Source: an optimization exercise on an open RTL-to-GDS flow (aim: small area). Production flows keep margins and buffers that such runs may drop. Where RTL was checked, it was by simulation tests only, not by an equivalence proof against the original.

==> build 5 <==
==> flow/design.v <==
package disp_pkg;
    localparam int BLK_W        = 16;
    localparam int BLK_H        = 16;
    localparam int BLK_SIZE     = BLK_W * BLK_H;      
    localparam int DEC          = 2;                  
    localparam int PIX_PER_BLK  = BLK_W / DEC;
    localparam int FRAME_W      = 32;
    localparam int LINE_LEN     = FRAME_W / DEC;      
    localparam int SEARCH_W     = 48;
    localparam int COORD_BITS   = 16;
    localparam int COL_BITS     = $clog2(BLK_W);
    localparam int ROW_CNT_BITS = $clog2(BLK_H + 1);
    localparam int PIX_CNT_BITS = $clog2(PIX_PER_BLK);
    localparam int POS_BITS     = $clog2(LINE_LEN);
    localparam int CLR_BITS     = $clog2(DEC + 1);
    localparam int DISP_BITS    = $clog2(SEARCH_W - BLK_W);
    localparam int CONF_BITS    = 8;
    localparam int DC_BITS      = CONF_BITS + DISP_BITS;
    localparam int WPROD_BITS   = CONF_BITS + CLR_BITS;
    localparam int TAPS         = 3;
    localparam int SUM_C_BITS   = 10;
    localparam int SUM_DC_BITS  = 15;
    localparam int FRAC_BITS    = 3;
    localparam int NUM_BITS     = SUM_DC_BITS + FRAC_BITS;   
    localparam int QUO_BITS     = 8;
    localparam int OUT_BITS     = CONF_BITS + QUO_BITS;
    localparam int DIV_LAT      = QUO_BITS + 1;       
    localparam int BLK_GAP      = PIX_PER_BLK + 1;
endpackage
import disp_pkg::*;
module disparity_filtering_system (
    input  logic                   clk,
    input  logic                   arst_n,
    input  logic [BLK_SIZE-1:0]    xors_in,
    input  logic [CONF_BITS-1:0]   confidence,
    input  logic [COORD_BITS-1:0]  min_coords,
    input  logic                   xors_valid,
    output logic [OUT_BITS-1:0]    disparity,     
    output logic                   disparity_valid,
    output logic                   overrun
);
    function automatic logic [1:0] fa(input logic a, input logic b, input logic c);
        fa = 2'(a) + 2'(b) + 2'(c);
    endfunction
    function automatic logic maj16(input logic [15:0] x);
        logic [1:0] f1, f2, f3, f4, f5, f6, f7, f8, f9, f10, f11;
        f1  = fa(x[0], x[1], x[2]);
        f2  = fa(x[3], x[4], x[5]);
        f3  = fa(x[6], x[7], x[8]);
        f4  = fa(x[9], x[10], x[11]);
        f5  = fa(x[12], x[13], x[14]);
        f6  = fa(f1[0], f2[0], f3[0]);
        f7  = fa(f4[0], f5[0], f6[0]);
        f8  = fa(f1[1], f2[1], f3[1]);
        f9  = fa(f4[1], f5[1], f6[1]);
        f10 = fa(f8[0], f9[0], f7[1]);
        f11 = fa(f8[1], f9[1], f10[1]);
        maj16 = f11[1] & (f11[0] | f10[0] | f7[0] | x[15]);
    endfunction
    function automatic logic [7:0] wgt(input logic [1:0] m, input logic [7:0] c);
        case (m)
            2'b00:   wgt = c;
            2'b11:   wgt = 8'd0;
            default: wgt = {1'b0, c[7:1]};
        endcase
    endfunction
    function automatic logic [7:0] div3(input logic [9:0] x);
        logic [1:0] r;
        logic [2:0] t;
        logic [9:0] q;
        r = 2'd0;
        for (int i = 9; i >= 0; i--) begin
            t    = {r, x[i]};
            q[i] = (t >= 3'd3);
            r    = q[i] ? 2'(t - 3'd3) : t[1:0];
        end
        div3 = q[7:0];
    endfunction
    logic        busy;
    logic [2:0]  cnt;
    logic        lastpar;       
    logic        acc;
    logic        acc0, acc1;    
    logic [15:0] maj;
    assign acc  = xors_valid && !busy;
    assign acc0 = acc && lastpar;
    assign acc1 = acc && !lastpar;
    always_comb
        for (int c = 0; c < BLK_W; c++) begin
            logic [15:0] col;
            for (int r = 0; r < BLK_H; r++)
                col[r] = xors_in[r * BLK_W + c];
            maj[c] = maj16(col);
        end
    logic [15:0] m0, m1;
    logic [7:0]  c0, c1;
    logic [4:0]  d0, d1;
    logic [7:0]  hc;
    logic [4:0]  hd;
    logic [3:0]  hp;            
    always_ff @(posedge clk) begin
        if (acc0) begin
            m0 <= maj;
            c0 <= confidence;
            d0 <= min_coords[4:0];
        end
        if (acc1) begin
            m1 <= maj;
            c1 <= confidence;
            d1 <= min_coords[4:0];
            hc <= c0;
            hd <= d0;
            hp <= m0[15:12];
        end
    end
    logic        s0, spar;
    logic        orun, obpar;
    logic [3:0]  ocnt;
    logic        t9, t10, tpar;
    logic        dvalid;
    always_ff @(posedge clk or negedge arst_n) begin
        if (!arst_n) begin
            busy    <= 1'b0;
            cnt     <= '0;
            overrun <= 1'b0;
            lastpar <= 1'b1;
            s0      <= 1'b0;
            orun    <= 1'b0;
            ocnt    <= '0;
            t9      <= 1'b0;
            t10     <= 1'b0;
            dvalid  <= 1'b0;
        end else begin
            if (xors_valid && busy)
                overrun <= 1'b1;
            if (acc) begin
                busy    <= 1'b1;
                cnt     <= '0;
                lastpar <= !lastpar;
            end else if (busy) begin
                cnt <= cnt + 1'b1;
                if (cnt == 3'd7)
                    busy <= 1'b0;
            end
            s0 <= busy && (cnt == 3'd7);        
            if (s0) begin                       
                orun <= 1'b1;
                ocnt <= '0;
            end else if (orun) begin
                ocnt <= ocnt + 1'b1;
                if (ocnt == 4'd8)
                    orun <= 1'b0;
            end
            t9  <= orun && (ocnt == 4'd8);      
            t10 <= t9 && tpar;                  
            dvalid <= (orun && ((obpar && (ocnt == 4'd2)) || (ocnt >= 4'd3))) || t9 || t10;
        end
    end
    always_ff @(posedge clk) begin
        if (busy && (cnt == 3'd7))
            spar <= lastpar;
        if (s0)
            obpar <= spar;
        if (orun && (ocnt == 4'd8))
            tpar <= obpar;
    end
    logic [1:0] w0, w1, w2, w3;
    logic [7:0] oc;
    logic [4:0] od;
    logic [15:0] msel;
    assign msel = obpar ? m1 : m0;
    always_ff @(posedge clk) begin
        w0 <= msel[{ocnt[2:0], 1'b0} +: 2];
        w1 <= w0;
        w2 <= w1;
        w3 <= w2;
        if (orun && (ocnt == 4'd2)) begin
            oc <= obpar ? c1 : c0;
            od <= obpar ? d1 : d0;
        end
    end
    logic [7:0] w6, w7, w8, w9;
    logic [8:0] a7, b8;
    logic [9:0] dd7, dd8, x7, x8;
    logic       ge;
    logic [4:0] lo, dl;
    assign w6  = wgt(hp[1:0], hc);
    assign w7  = wgt(hp[3:2], hc);
    assign w8  = wgt(m1[1:0], c1);
    assign w9  = wgt(m1[3:2], c1);
    assign a7  = 9'(w6) + 9'(w7);
    assign b8  = 9'(w8) + 9'(w9);
    assign dd7 = 10'(a7) + 10'(w8);
    assign dd8 = 10'(w7) + 10'(b8);
    assign ge  = (d1 >= hd);
    assign lo  = ge ? hd : d1;
    assign dl  = ge ? (d1 - hd) : (hd - d1);
    assign x7  = ge ? 10'(w8) : 10'(a7);
    assign x8  = ge ? 10'(b8) : 10'(w7);
    logic [3:0] mcnt;
    logic [9:0] ac7, ac8;
    logic [7:0] nq7, nq8;
    always_ff @(posedge clk) begin
        if (acc1)
            mcnt <= '0;
        else
            mcnt <= mcnt + 1'b1;
    end
    function automatic logic [17:0] mdstep(input logic [3:0] m, input logic [9:0] a,
                                           input logic [7:0] n, input logic [9:0] x,
                                           input logic [9:0] d, input logic [4:0] dl);
        logic [10:0] opa, opb;
        logic [11:0] sum;
        logic        dj, div;
        div = m[2] | m[3];
        case (m[1:0])
            2'd1:    dj = dl[2];
            2'd2:    dj = dl[3];
            2'd3:    dj = dl[4];
            default: dj = dl[1];
        endcase
        if (div) begin
            opa = {a, n[7]};
            opb = ~{1'b0, d};
        end else begin
            opa = (m[1:0] == 2'd0) ? {2'b0, (dl[0] ? x[9:1] : 9'd0)} : {1'b0, a};
            opb = dj ? {1'b0, x} : 11'd0;
        end
        sum = 12'(opa) + 12'(opb) + 12'(div);
        if (div) begin
            mdstep = {(sum[11] ? sum[9:0] : {a[8:0], n[7]}), n[6:0], sum[11]};
        end else if (m[1:0] == 2'd0) begin
            mdstep = {sum[10:1], sum[0], dl[0] & x[0], 6'd0};
        end else begin
            mdstep = {sum[10:1], sum[0], n[7:1]};
        end
    endfunction
    always_ff @(posedge clk) begin
        {ac7, nq7} <= mdstep(mcnt, ac7, nq7, x7, dd7, dl);
        {ac8, nq8} <= mdstep(mcnt - 1'b1, ac8, nq8, x8, dd8, dl);
    end
    logic       xwin, lmask, rmask;
    logic [7:0] wl, wc, wr;
    logic [9:0] sc, val;
    logic [7:0] hi_q, qx, nqs;
    logic       zero_q, xwin_q, xsel_q;
    assign xwin  = orun && obpar && (ocnt[3:1] == 3'd1);       
    assign lmask = orun && !obpar && (ocnt == 4'd3);
    assign rmask = t10;
    assign wl    = lmask ? 8'd0 : wgt(w3, oc);
    assign wc    = wgt(w2, oc);
    assign wr    = rmask ? 8'd0 : wgt(w1, oc);
    assign sc    = 10'(wl) + 10'(wc) + 10'(wr);
    assign val   = xwin ? (ocnt[0] ? dd8 : dd7) : sc;
    always_ff @(posedge clk) begin
        hi_q   <= div3(val);
        zero_q <= (val == 10'd0);
        xwin_q <= xwin;
        xsel_q <= ocnt[0];
    end
    assign nqs = xsel_q ? nq8 : nq7;
    assign qx  = {lo + nqs[7:3], nqs[2:0]};
    assign disparity[15:8] = hi_q;
    assign disparity[7:0]  = zero_q ? 8'd0 : (xwin_q ? qx : {od, 3'b000});
    assign disparity_valid = dvalid;
endmodule
==> flow/run.sh <==
#!/bin/bash
# synth_recipe.tcl (not shown) runs the flow's synth.tcl, then flattens the netlist and writes it again
# the make line also repeats each setting of config.mk as NAME=value (left out here)
make -C /OpenROAD-flow-scripts/flow DESIGN_CONFIG=/design/flow/config.mk WORK_HOME=/design/flow/orfs CLKGATE_MAP_FILE= SYNTH_SCRIPT=/design/flow/synth_recipe.tcl finish
==> flow/config.mk <==
export PLATFORM = sky130hd
export DESIGN_NAME = disparity_filtering_system
export DESIGN_NICKNAME = disparity_filtering_system
export VERILOG_FILES = /design/flow/design.v
export SDC_FILE = /design/flow/constraint.sdc
export NUM_CORES = 4
export LEC_CHECK = 0
export ABC_AREA = 1
export CAP_MARGIN = 20
export CORE_MARGIN = 2
export CORE_UTILIZATION = 40
export SLEW_MARGIN = 20
==> flow/constraint.sdc <==
create_clock -name core_clock -period 9.0 [get_ports {clk}]
set_input_delay 1.8000 -clock core_clock [delete_from_list [all_inputs] [get_ports {clk}]]
set_output_delay 1.8000 -clock core_clock [all_outputs]
set_load 0.01 [all_outputs]
==> inputs of trial 36, as changes to build 5 <==
--- a/flow/design.v
+++ b/flow/design.v
@@ -57,6 +57,20 @@
         f11 = fa(f8[1], f9[1], f10[1]);
         maj16 = f11[1] & (f11[0] | f10[0] | f7[0] | x[15]);
     endfunction
+    function automatic logic [10:0] radd(input logic [9:0] a, input logic [9:0] b);
+        logic cy;
+        cy = 1'b0;
+        for (int i = 0; i < 10; i++)
+            {cy, radd[i]} = fa(a[i], b[i], cy);
+        radd[10] = cy;
+    endfunction
+    function automatic logic [9:0] radd3(input logic [7:0] a, input logic [7:0] b,
+                                         input logic [7:0] c);
+        logic [7:0] s, k;
+        for (int i = 0; i < 8; i++)
+            {k[i], s[i]} = fa(a[i], b[i], c[i]);
+        radd3 = 10'(radd(10'(s), {1'b0, k, 1'b0}));
+    endfunction
     function automatic logic [7:0] wgt(input logic [1:0] m, input logic [7:0] c);
         case (m)
             2'b00:   wgt = c;
@@ -188,10 +202,10 @@
     assign w7  = wgt(hp[3:2], hc);
     assign w8  = wgt(m1[1:0], c1);
     assign w9  = wgt(m1[3:2], c1);
-    assign a7  = 9'(w6) + 9'(w7);
-    assign b8  = 9'(w8) + 9'(w9);
-    assign dd7 = 10'(a7) + 10'(w8);
-    assign dd8 = 10'(w7) + 10'(b8);
+    assign a7  = 9'(radd(10'(w6), 10'(w7)));
+    assign b8  = 9'(radd(10'(w8), 10'(w9)));
+    assign dd7 = 10'(radd(10'(a7), 10'(w8)));
+    assign dd8 = 10'(radd(10'(w7), 10'(b8)));
     assign ge  = (d1 >= hd);
     assign lo  = ge ? hd : d1;
     assign dl  = ge ? (d1 - hd) : (hd - d1);
@@ -226,7 +240,13 @@
             opa = (m[1:0] == 2'd0) ? {2'b0, (dl[0] ? x[9:1] : 9'd0)} : {1'b0, a};
             opb = dj ? {1'b0, x} : 11'd0;
         end
-        sum = 12'(opa) + 12'(opb) + 12'(div);
+        begin
+            logic cy;
+            cy = div;
+            for (int i = 0; i < 11; i++)
+                {cy, sum[i]} = fa(opa[i], opb[i], cy);
+            sum[11] = cy;
+        end
         if (div) begin
             mdstep = {(sum[11] ? sum[9:0] : {a[8:0], n[7]}), n[6:0], sum[11]};
         end else if (m[1:0] == 2'd0) begin
@@ -250,7 +270,7 @@
     assign wl    = lmask ? 8'd0 : wgt(w3, oc);
     assign wc    = wgt(w2, oc);
     assign wr    = rmask ? 8'd0 : wgt(w1, oc);
-    assign sc    = 10'(wl) + 10'(wc) + 10'(wr);
+    assign sc    = radd3(wl, wc, wr);
     assign val   = xwin ? (ocnt[0] ? dd8 : dd7) : sc;
     always_ff @(posedge clk) begin
         hi_q   <= div3(val);
==> flow/flow/run.sh (new file) <==
#!/bin/bash
# Standard layout, with the port buffers taken as the smallest plain buffer.
set -euo pipefail
export BUFFER_PORTS_ARGS="-buffer_cell sky130_fd_sc_hd__buf_1"
bash standard.sh > standard.log 2>&1
==> flow/standard.sh (new file) <==
#!/bin/bash
# synth_recipe.tcl (not shown) runs the flow's synth.tcl, then flattens the netlist and writes it again
# the make line also repeats each setting of config.mk as NAME=value (left out here)
make -C /OpenROAD-flow-scripts/flow DESIGN_CONFIG=/design/flow/config.mk WORK_HOME=/design/flow/orfs CLKGATE_MAP_FILE= SYNTH_SCRIPT=/design/flow/synth_recipe.tcl "${@:-finish}"
removed: flow/run.sh
==> impl_metrics.env <==
export IMPL_wire_per_inst_um=16.2
export IMPL_synth_top_area_share=0.250
export IMPL_yosys_top_cells_count="350 x inv_1, 293 x nand2_1, 196 x fa_1"
export IMPL_synth_compound_area_frac=0.148
export IMPL_final_setup_worst_slack_ns=0.819
export IMPL_track_usage=0.209
export IMPL_syn_avg_cell_area_um2=8.94
export IMPL_status="no timing/DRC/antenna violations"
export IMPL_crit_path_max_incr_delay_ns=0.46
That was build 5.
==> impl_metrics.env <==
export IMPL_status="no timing/DRC/antenna violations"
export IMPL_yosys_top_cells_count="332 x inv_1, 239 x fa_1, 199 x nand2_1"
export IMPL_syn_avg_cell_area_um2=9.70
export IMPL_track_usage=0.197
export IMPL_synth_top_area_share=0.326
export IMPL_final_setup_worst_slack_ns=0.221
export IMPL_wire_per_inst_um=15.5
export IMPL_crit_path_max_incr_delay_ns=0.59
export IMPL_synth_compound_area_frac=0.129
That was trial 36.

========
==> v14 <==
disparity_filtering_system, a different RTL version from the one above (not shown whole).
==> flow/config.mk <==
export PLATFORM = sky130hd
export DESIGN_NAME = disparity_filtering_system
export DESIGN_NICKNAME = disparity_filtering_system
export VERILOG_FILES = /design/flow/design.v
export SDC_FILE = /design/flow/constraint.sdc
export NUM_CORES = 4
export LEC_CHECK = 0
export ABC_AREA = 1
export CAP_MARGIN = 20
export CORE_MARGIN = 2
export CORE_UTILIZATION = 40
export CTS_BUF_LIST = sky130_fd_sc_hd__clkbuf_8
export GPL_TIMING_DRIVEN = 0
export SLEW_MARGIN = 20
==> flow/constraint.sdc <==
create_clock -name core_clock -period 9.0 [get_ports {clk}]
set_input_delay 1.8000 -clock core_clock [delete_from_list [all_inputs] [get_ports {clk}]]
set_output_delay 1.8000 -clock core_clock [all_outputs]
set_load 0.01 [all_outputs]
standard.sh (not shown) runs the stock make flow with config.mk's settings and CLKGATE_MAP_FILE= SYNTH_SCRIPT=/design/flow/synth_recipe.tcl, a recipe that flattens the netlist after the stock synthesis.
==> flow/flow/run.sh <==
#!/bin/bash
# The standard layout with two changes:
#  - port buffers are the smallest plain buffer (buffer_ports -buffer_cell buf_1);
#  - after the standard synthesis, inverters that synthesis left around full-adder cells
#    are removed (flow/invopt.py), kept only if Yosys proves the netlist unchanged.
# Each tool's output goes to a log file of its own in this folder.
set -euo pipefail
export BUFFER_PORTS_ARGS="-buffer_cell sky130_fd_sc_hd__buf_1"
R=orfs/results/${FLOW_PLATFORM}/disparity_filtering_system/base

bash standard.sh synth > synth.log 2>&1

cp $R/1_2_yosys.v synth_orig.v
if python3 flow/invopt.py synth_orig.v synth_opt.v > invopt.log 2>&1; then
    sed "s/^module ${FLOW_TOP}(/module gold(/" synth_orig.v > eq_gold.v
    sed -E -e "s/^module ${FLOW_TOP}\(/module gate(/" -e 's/\b(_[0-9]+_|_invopt_[c0-9]+_)/x\1/g' synth_opt.v > eq_gate.v
    LIB=$(ls ${FLOW_HOME}/platforms/${FLOW_PLATFORM}/lib/*tt_025C_1v80.lib | head -1)
    cat > eq.ys <<EOS
read_liberty -ignore_miss_func $LIB
read_verilog eq_gold.v
read_verilog eq_gate.v
hierarchy -check
flatten
proc
opt_clean
async2sync
dffunmap
equiv_make gold gate eq
hierarchy -top eq
equiv_simple -seq 2
equiv_induct -seq 2
equiv_status -assert
EOS
    if yosys -s eq.ys > equiv.log 2>&1; then
        cp synth_opt.v $R/1_2_yosys.v
        rm -f $R/1_synth.odb $R/1_synth.sdc
        echo "using the optimised netlist" >> invopt.log
    else
        echo "equivalence not proven; keeping the standard netlist" >> invopt.log
    fi
fi

bash standard.sh > standard.log 2>&1
Other scripts of this flow, unchanged in this note and not shown: flow/flow/invopt.py
==> v36 (differences from v14) <==
--- a/flow/design.v
+++ b/flow/design.v
@@ -191,39 +191,29 @@
         if (orun && (ocnt == 4'd2)) begin
             oc <= obpar ? c1 : c0;
             od <= obpar ? d1 : d0;
         end
     end
     logic [7:0] w6, w7, w8, w9;
-    logic [8:0] b8;
+    logic [8:0] a7, b8;
     logic [9:0] dd7, dd8, x7, x8;
     logic       ge;
-    logic [4:0] dl;
+    logic [4:0] lo, dl;
     assign w6  = wgt(hp[1:0], hc);
     assign w7  = wgt(hp[3:2], hc);
     assign w8  = wgt(m1[1:0], c1);
     assign w9  = wgt(m1[3:2], c1);
+    assign a7  = 9'(radd(10'(w6), 10'(w7)));
     assign b8  = 9'(radd(10'(w8), 10'(w9)));
     assign dd7 = radd3(w6, w7, w8);
     assign dd8 = radd3(w7, w8, w9);
-    always_comb begin
-        logic [5:0] df;
-        logic [4:0] t;
-        logic       cy;
-        cy = 1'b1;
-        for (int i = 0; i < 5; i++)
-            {cy, df[i]} = fa(d1[i], !hd[i], cy);
-        df[5] = cy;
-        ge = df[5];
-        t  = df[4:0] ^ {5{!ge}};
-        cy = !ge;
-        for (int i = 0; i < 5; i++)
-            {cy, dl[i]} = fa(t[i], 1'b0, cy);
-    end
-    assign x7  = 10'(w8);
-    assign x8  = 10'(b8);
+    assign ge  = (d1 >= hd);
+    assign lo  = ge ? hd : d1;
+    assign dl  = ge ? (d1 - hd) : (hd - d1);
+    assign x7  = ge ? 10'(w8) : 10'(a7);
+    assign x8  = ge ? 10'(b8) : 10'(w7);
     logic [3:0] mcnt;
     logic [9:0] ac7, ac8;
     logic [7:0] nq7, nq8;
     always_ff @(posedge clk) begin
         if (acc1)
             mcnt <= '0;
@@ -269,42 +259,41 @@
         {ac7, nq7} <= mdstep(mcnt, ac7, nq7, x7, dd7, dl);
         {ac8, nq8} <= mdstep(mcnt - 1'b1, ac8, nq8, x8, dd8, dl);
     end
     logic       xwin, lmask, rmask;
     logic [7:0] wl, wc, wr;
     logic [9:0] sc, val;
-    logic [7:0] qx, nqs;
-    logic [9:0] sc_q;
-    logic       xwin_q, xsel_q;
-    logic       p7, p8, lm;
-    always_ff @(posedge clk) begin
-        p7 <= orun && obpar && (ocnt == 4'd1);
-        p8 <= p7;
-        lm <= orun && !obpar && (ocnt == 4'd2);
-    end
-    assign xwin  = p7 || p8;
-    assign lmask = lm;
+    logic [7:0] hi_q, qx, nqs;
+    logic       zero_q, xwin_q, xsel_q;
+    assign xwin  = orun && obpar && (ocnt[3:1] == 3'd1);       
+    assign lmask = orun && !obpar && (ocnt == 4'd3);
     assign rmask = t10;
-    assign wl    = lmask ? 8'd0 : wgt(w3, oc);
-    assign wc    = wgt(w2, oc);
-    assign wr    = rmask ? 8'd0 : wgt(w1, oc);
+    always_comb begin
+        logic [1:0] pl, pc, pr;
+        logic [7:0] cl, cr;
+        pl = w3;  pc = w2;  pr = w1;
+        cl = oc;  cr = oc;
+        if (xwin) begin
+            if (!ocnt[0]) begin
+                pl = hp[1:0];  pc = hp[3:2];  pr = m1[1:0];  cr = c1;
+            end else begin
+                pl = hp[3:2];  pc = m1[1:0];  pr = m1[3:2];  cl = hc;
+            end
+        end
+        wl = lmask ? 8'd0 : wgt(pl, cl);
+        wc = wgt(pc, oc);
+        wr = rmask ? 8'd0 : wgt(pr, cr);
+    end
     assign sc    = radd3(wl, wc, wr);
-    assign val   = p7 ? dd7 : (p8 ? dd8 : sc);
+    assign val   = sc;
     always_ff @(posedge clk) begin
-        sc_q   <= val;
+        hi_q   <= div3(val);
+        zero_q <= (val == 10'd0);
         xwin_q <= xwin;
-        xsel_q <= p8;
+        xsel_q <= ocnt[0];
     end
     assign nqs = xsel_q ? nq8 : nq7;
-    always_comb begin
-        logic [7:0] t;
-        logic       nz, cy;
-        nz = xsel_q ? (ac8 != 10'd0) : (ac7 != 10'd0);
-        t  = nqs ^ {8{!ge}};
-        cy = !ge && !nz;
-        for (int i = 0; i < 8; i++)
-            {cy, qx[i]} = fa(t[i], (i >= 3) ? hd[i - 3] : 1'b0, cy);
-    end
-    assign disparity[15:8] = div3(sc_q);
-    assign disparity[7:0]  = (sc_q == 10'd0) ? 8'd0 : (xwin_q ? qx : {od, 3'b000});
+    assign qx  = {lo + nqs[7:3], nqs[2:0]};
+    assign disparity[15:8] = hi_q;
+    assign disparity[7:0]  = zero_q ? 8'd0 : (xwin_q ? qx : {od, 3'b000});
     assign disparity_valid = dvalid;
 endmodule
==> v8 (differences from v14) <==
--- a/flow/design.v
+++ b/flow/design.v
@@ -132,48 +132,43 @@
     logic [3:0]  ocnt;
     logic        t9, t10, tpar;
     logic        dvalid;
     always_ff @(posedge clk or negedge arst_n) begin
         if (!arst_n) begin
             busy    <= 1'b0;
-            cnt     <= '0;
             overrun <= 1'b0;
             lastpar <= 1'b1;
             s0      <= 1'b0;
             orun    <= 1'b0;
-            ocnt    <= '0;
             t9      <= 1'b0;
             t10     <= 1'b0;
             dvalid  <= 1'b0;
         end else begin
             if (xors_valid && busy)
                 overrun <= 1'b1;
             if (acc) begin
                 busy    <= 1'b1;
-                cnt     <= '0;
                 lastpar <= !lastpar;
-            end else if (busy) begin
-                cnt <= cnt + 1'b1;
-                if (cnt == 3'd7)
-                    busy <= 1'b0;
+            end else if (busy && (cnt == 3'd7)) begin
+                busy <= 1'b0;
             end
             s0 <= busy && (cnt == 3'd7);        
-            if (s0) begin                       
+            if (s0)                             
                 orun <= 1'b1;
-                ocnt <= '0;
-            end else if (orun) begin
-                ocnt <= ocnt + 1'b1;
-                if (ocnt == 4'd8)
-                    orun <= 1'b0;
-            end
+            else if (ocnt == 4'd8)
+                orun <= 1'b0;
             t9  <= orun && (ocnt == 4'd8);      
             t10 <= t9 && tpar;                  
             dvalid <= (orun && ((obpar && (ocnt == 4'd2)) || (ocnt >= 4'd3))) || t9 || t10;
         end
     end
     always_ff @(posedge clk) begin
+        cnt  <= acc ? 3'd0 : cnt + 1'b1;
+        ocnt <= s0 ? 4'd0 : ocnt + 1'b1;
+    end
+    always_ff @(posedge clk) begin
         if (busy && (cnt == 3'd7))
             spar <= lastpar;
         if (s0)
             obpar <= spar;
         if (orun && (ocnt == 4'd8))
             tpar <= obpar;
@@ -201,13 +196,13 @@
     assign w6  = wgt(hp[1:0], hc);
     assign w7  = wgt(hp[3:2], hc);
     assign w8  = wgt(m1[1:0], c1);
     assign w9  = wgt(m1[3:2], c1);
     assign b8  = 9'(radd(10'(w8), 10'(w9)));
     assign dd7 = radd3(w6, w7, w8);
-    assign dd8 = radd3(w7, w8, w9);
+    assign dd8 = 10'(radd(10'(w7), 10'(b8)));
     always_comb begin
         logic [5:0] df;
         logic [4:0] t;
         logic       cy;
         cy = 1'b1;
         for (int i = 0; i < 5; i++)
@@ -262,15 +257,46 @@
         end else if (m[1:0] == 2'd0) begin
             mdstep = {sum[10:1], sum[0], dl[0] & x[0], 6'd0};
         end else begin
             mdstep = {sum[10:1], sum[0], n[7:1]};
         end
     endfunction
+    function automatic logic [17:0] mdstep8(input logic [3:0] m, input logic [9:0] a,
+                                            input logic [7:0] n, input logic [9:0] x,
+                                            input logic [9:0] d, input logic [4:0] dl);
+        logic [10:0] opa, opb;
+        logic [11:0] sum;
+        logic        dj, div, first, cy;
+        first = (m == 4'd0);
+        div   = (m >= 4'd5);
+        case (m[2:0])
+            3'd1:    dj = dl[1];
+            3'd2:    dj = dl[2];
+            3'd3:    dj = dl[3];
+            3'd4:    dj = dl[4];
+            default: dj = dl[0];
+        endcase
+        if (div) begin
+            opa = {a, n[7]};
+            opb = ~{1'b0, d};
+        end else begin
+            opa = first ? 11'd0 : {1'b0, a};
+            opb = dj ? {1'b0, x} : 11'd0;
+        end
+        cy = div;
+        for (int i = 0; i < 11; i++)
+            {cy, sum[i]} = fa(opa[i], opb[i], cy);
+        sum[11] = cy;
+        if (div)
+            mdstep8 = {(sum[11] ? sum[9:0] : {a[8:0], n[7]}), n[6:0], sum[11]};
+        else
+            mdstep8 = {sum[10:1], sum[0], (first ? 7'd0 : n[7:1])};
+    endfunction
     always_ff @(posedge clk) begin
         {ac7, nq7} <= mdstep(mcnt, ac7, nq7, x7, dd7, dl);
-        {ac8, nq8} <= mdstep(mcnt - 1'b1, ac8, nq8, x8, dd8, dl);
+        {ac8, nq8} <= mdstep8(mcnt, ac8, nq8, x8, dd8, dl);
     end
     logic       xwin, lmask, rmask;
     logic [7:0] wl, wc, wr;
     logic [9:0] sc, val;
     logic [7:0] qx, nqs;
     logic [9:0] sc_q;
==> flow/flow/run.sh (replaced) <==
#!/bin/bash
# The standard layout with three changes, none of them touching a register:
#  - port buffers are the smallest plain buffer (buffer_ports -buffer_cell buf_1);
#  - after the standard synthesis, inverters left around full-adder cells are removed
#    (flow/invopt.py);
#  - the gates between registers and adder cells are mapped again by ABC for area
#    (flow/remap.abc), with the adder cells and flip-flops kept as they are.
# Each rewritten netlist is used only if Yosys proves it equivalent to the standard
# synthesis's netlist. Each tool's output goes to a log file of its own in this folder.
set -euo pipefail
export BUFFER_PORTS_ARGS="-buffer_cell sky130_fd_sc_hd__buf_1"
R=orfs/results/${FLOW_PLATFORM}/disparity_filtering_system/base
O=orfs/objects/${FLOW_PLATFORM}/disparity_filtering_system/base
L=orfs/logs/${FLOW_PLATFORM}/disparity_filtering_system/base
LIB=$(ls ${FLOW_HOME}/platforms/${FLOW_PLATFORM}/lib/*tt_025C_1v80.lib | head -1)

bash standard.sh synth > synth.log 2>&1
cp $R/1_2_yosys.v synth_orig.v
sed "s/^module ${FLOW_TOP}(/module gold(/" synth_orig.v > eq_gold.v

# proves $1 equivalent to the standard netlist; log in $2
prove() {
    sed -E -e "s/^module ${FLOW_TOP}\(/module gate(/" -e 's/\b(_[0-9]+_|_invopt_[c0-9]+_)/x\1/g' "$1" > eq_gate.v
    cat > eq.ys <<EOS
read_liberty -ignore_miss_func $LIB
read_verilog eq_gold.v
read_verilog eq_gate.v
hierarchy -check
flatten
proc
opt_clean
async2sync
dffunmap
equiv_make gold gate eq
hierarchy -top eq
equiv_simple -seq 2
equiv_induct -seq 2
equiv_status -assert
EOS
    yosys -s eq.ys > "$2" 2>&1
}

use=synth_orig.v
if python3 flow/invopt.py synth_orig.v synth_inv.v > invopt.log 2>&1; then
    DONT_USE=$(grep -o -- "-dont_use [A-Za-z0-9_]*" $L/1_2_yosys.log | sort -u | tr '\n' ' ')
    cat > remap.ys <<EOS
read_liberty -ignore_miss_func $LIB
read_verilog synth_inv.v
hierarchy -top ${FLOW_TOP}
setattr -mod -set keep_hierarchy 1 sky130_fd_sc_hd__fa_* sky130_fd_sc_hd__ha_* sky130_fd_sc_hd__df* sky130_fd_sc_hd__edf*
flatten
opt_clean
select -module ${FLOW_TOP}
abc -script $(pwd)/flow/remap.abc -liberty $LIB ${DONT_USE} -constr $O/abc.constr
select -clear
opt_clean -purge
hilomap -singleton -hicell sky130_fd_sc_hd__conb_1 HI -locell sky130_fd_sc_hd__conb_1 LO
splitnets
opt_clean -purge
select ${FLOW_TOP}
write_verilog -noattr -noexpr -nohex -nodec -selected synth_remap.v
EOS
    if yosys -s remap.ys > remap.log 2>&1 && ! grep -q "^\s*assign" synth_remap.v && prove synth_remap.v equiv_remap.log; then
        use=synth_remap.v
    elif prove synth_inv.v equiv_inv.log; then
        use=synth_inv.v
    fi
fi
echo "netlist used: $use" >> invopt.log
if [[ $use != synth_orig.v ]]; then
    cp $use $R/1_2_yosys.v
    rm -f $R/1_synth.odb $R/1_synth.sdc
fi

bash standard.sh > standard.log 2>&1
==> flow/flow/remap.abc (new file) <==
strash
&get -n
&dch -f
&nf -R 1000
&put
topo
dnsize -c
==> comparison table <==
	v8	v14	v36
Run status	complete, no violations	complete, no violations	complete, no violations
Length in cells of the worst reg-to-reg path	31	34	55
Number of antenna violations at the first check in global routing	2	2	5
Post-route fraction of the period consumed by the critical path	0.963	0.953	0.972
Final-layout clock buffer total	17	17	19
Number of sinks handled by clock tree synthesis	169	169	165
Maximum single-stage delay on the critical path	0.44 ns	0.46 ns	0.51 ns
Via-to-Cell Ratio	5.01	4.99	5.09
Routability congestion estimate from global placement	0.879	0.909	0.890
Reg2Reg Launch Point	d1[0]$_DFFE_PP_	hd[0]$_DFFE_PP_	ocnt[3]$_DFFE_PN0P_
RSZ-0062 raised after global routing	no	no	yes
Final cell count without fillers	1823	2119	2182
Endpoint of the most critical register-to-register path	ac8[6]$_DFF_P_	ac7[3]$_DFF_P_	hi_q[0]$_DFF_P_
First-pass GRT wire length	49.5 mm	56.9 mm	60.0 mm
Core area	32500 µm²	35300 µm²	35400 µm²
Transition at the pin with the smallest max-transition slack	0.770 ns	0.953 ns	0.967 ns
Hold Path Sink	w1[0]$_DFF_P_	w1[1]$_DFF_P_	w1[1]$_DFF_P_
Arrival time worst endpoint	9.03 ns	8.97 ns	9.12 ns
Share of the core filled with cells in the final layout	0.480	0.468	0.482
No functional check of the RTL was part of v14.

separate check: timing with driven ports:
How much do the figures lean on ideal ports? The routed layouts below were timed once more, with nothing changed but the port constraints.
Step 1: set_driving_cell puts a clkbuf_16 on clk and a buf_2 on each other input, an assumption about the parent block.
Step 2, shift: input delay + t, output delay - t, t = (earliest + latest rising clock arrival at the registers) / 2. This alone moves slack from input paths to output paths.
a / b / c = ideal / step 1 / step 2; a / b = the first two.
run	shift t [ns]	slack for setup (ns)	worst register clock-pin slew, ns
build 5	0.484	0.819 / 0.819 / 0.819	0.08 / 0.08
trial 36	0.476	0.221 / 0.221 / 0.221	0.08 / 0.08
v14	0.502	0.425 / 0.425 / 0.425	0.10 / 0.10
v36	0.515	0.253 / 0.253 / 0.253	0.11 / 0.11
v8	0.501	0.331 / 0.331 / 0.331	0.11 / 0.11
After both steps setup and hold are still met in every run listed.
